Background: an optimization exercise with open tools, aiming at small area, a short achievable clock period and few clock cycles. Do not read the settings as production practice. At most, simulation tests tie the RTL to the original design; equivalence was not proved. Power is estimated from default activity; no workload was simulated.

## l2Cache
module l2Cache (
  input  logic         clk,
  input  logic         rst,
  input  logic         psel,
  input  logic         penable,
  input  logic         pwrite,
  input  logic [31:0]  paddr,
  input  logic [31:0]  pwdata,
  output logic         pready,
  output logic [31:0]  prdata,
  output logic         pslverr,
  output logic [8:0]   resp,
  output logic         respValid
);
clock: 6.0 ns
lec_check: 0
cap_margin: 20
core_margin: 2
core_utilization: 70
cts_buf_list: sky130_fd_sc_hd__clkbuf_8
cts_cluster_diameter: 100
cts_cluster_size: 16
setup_slack_margin: 3.0
slew_margin: 20
tns_end_percent: 5
standard.sh (not shown) runs the stock make flow with config.mk's settings and CLKGATE_MAP_FILE= SYNTH_SCRIPT=/design/flow/synth_recipe.tcl, a recipe that flattens the netlist after the stock synthesis.
==> flow/flow/run.sh <==
#!/bin/bash
set -o pipefail
export BUFFER_PORTS_ARGS="-buffer_cell sky130_fd_sc_hd__buf_4"
bash standard.sh > standard.log 2>&1
The first run completed with no timing, DRC or antenna violations.
Testbench counts at the start, summed over its fixed seeds: cycles 24,000.
Then changed:
- CTS_CLUSTER_SIZE: 16 -> 14
The changed run passed the timing, DRC and antenna checks.
Synthesized area stays the same.
Die area does not change.
Wire length came out lower slightly.

Another version of the RTL of l2Cache (not shown whole).
Size: ~1800 flip-flops, roughly 110 I/O pins, ~72000 um2 of cells after synthesis.
export LEC_CHECK = 0
export CAP_MARGIN = 20
export CORE_MARGIN = 2
export CORE_UTILIZATION = 55
export CTS_BUF_LIST = sky130_fd_sc_hd__clkbuf_8
export CTS_CLUSTER_DIAMETER = 100
export CTS_CLUSTER_SIZE = 14
export SETUP_SLACK_MARGIN = 3.0
export SLEW_MARGIN = 20
export TNS_END_PERCENT = 5
create_clock -name core_clock -period 6.0 [get_ports {clk}]
Scripts as last shown in full above: flow/flow/run.sh
The first run completed with no timing, DRC or antenna violations.
Testbench counts at the start, summed over its fixed seeds: cycles 24,000.
Change:
==> flow/run.sh (new file) <==
#!/bin/bash
# synth_recipe.tcl (not shown) runs the flow's synth.tcl, then flattens the netlist and writes it again
# the make line also repeats each setting of config.mk as NAME=value (left out here)
make -C /OpenROAD-flow-scripts/flow DESIGN_CONFIG=/design/flow/config.mk WORK_HOME=/design/flow/orfs CLKGATE_MAP_FILE= SYNTH_SCRIPT=/design/flow/synth_recipe.tcl finish
- CORE_UTILIZATION: 55 -> 70
removed: flow/flow/run.sh
removed: flow/standard.sh
The new run finished with timing, DRC and antenna clean.
Utilization increases by 17 points.
Count of clock-buffer cells in the layout increases by 4.
Combinational power increases by about 5%.
Setup slack gains 0.14 ns.
Register-to-register slack loses 0.19 ns.
Cell area increases by 0.45%.
Critical path depth decreases by 1.
Wire length decreases by 2.3%.
Maximum frequency increases by 4.4%.
Change:
- CORE_UTILIZATION: 70 -> 55
Effect: The changed run completed with no timing, DRC or antenna violations. Wire length is higher by 4.4%. Core utilization is lower by 17 points. Non-clock buffer count is lower by 20. Final cell count is higher by 6.7%. Design area hardly moves.

Setup of north:
Another version of the RTL of l2Cache (not shown whole).
For scale: ~4600 cells after synthesis, about 1800 flip-flops, roughly 110 I/O pins.
clock: 6.0 ns
lec_check: 0
abc_clock_period_in_ps: 3000
cap_margin: 20
core_margin: 2
core_utilization: 55
setup_slack_margin: 2.5
slew_margin: 20
run.sh (not shown) runs the stock make flow with config.mk's settings and CLKGATE_MAP_FILE= SYNTH_SCRIPT=/design/flow/synth_recipe.tcl, a recipe that flattens the netlist after the stock synthesis.
Stock flow here: none of the scripts above is used.
north did not stop at any stage, and its layout met the timing, DRC and antenna checks.
Setup changes, north to south
- SETUP_SLACK_MARGIN: 2.5 -> 3.0
- ABC_CLOCK_PERIOD_IN_PS: 3000 -> unset
south: total cell area at the placement stage is 370 um^2 higher than what north reported.
Between south and north, critical path depth is lower for south, north comes in above that.
south against north: met2 usage rose by 0.93 points, routed length on met3 rose by 34%, non-filler instance count after layout rose by about 0.5%, sequential share of layout area fell by 0.58 points, number of register bits inferred by synthesis stayed essentially flat.
Diff north -> south: placer congestion estimate has increased; post-cts resize count has increased.
No functional check of the RTL was part of any run of this note.

-- re-timing with driven ports --
Ports are ideal in the flow. The routed layouts listed here were re-timed in OpenROAD. Step 1 assumes that a clkbuf_16 drives the clock port and a buf_2 every other input. Step 2 also shifts input and output timing later by t, the mid clock arrival at the registers, as if the neighbouring blocks saw the same clock. Three values: ideal, step 1, step 2; two values: the first two.
run | t, ns | setup slack, ns | hold WS [ns] | worst setup path after step 2 | pins driven straight from the clock port
the first run of note 1 | 0.921 | 2.754 / 2.518 / 1.597 | 0.510 / 0.476 / 0.510 | input to register | 1
the second run of note 1 | 0.927 | 2.791 / 2.651 / 1.724 | 0.486 / 0.455 / 0.522 | input to register | 1
the first run of note 2 | 0.974 | 2.668 / 2.574 / 1.600 | 0.445 / 0.405 / 0.512 | input to register | 1
the second run of note 2 | 0.913 | 2.809 / 2.554 / 1.640 | 0.526 / 0.526 / 0.526 | input to register | 1
the third run of note 2 | 0.978 | 2.770 / 2.553 / 1.575 | 0.511 / 0.511 / 0.511 | input to register | 1
north | 0.890 | 2.284 / 1.938 / 1.048 | 0.466 / 0.466 / 0.466 | input to register | 1
south | 0.891 | 2.153 / 1.787 / 0.896 | 0.473 / 0.473 / 0.473 | input to register | 1
After both steps every run listed still meets setup and hold. The setup slack of south, which loses most, moves by -0.366 ns with the drivers and by -1.257 ns with both steps.
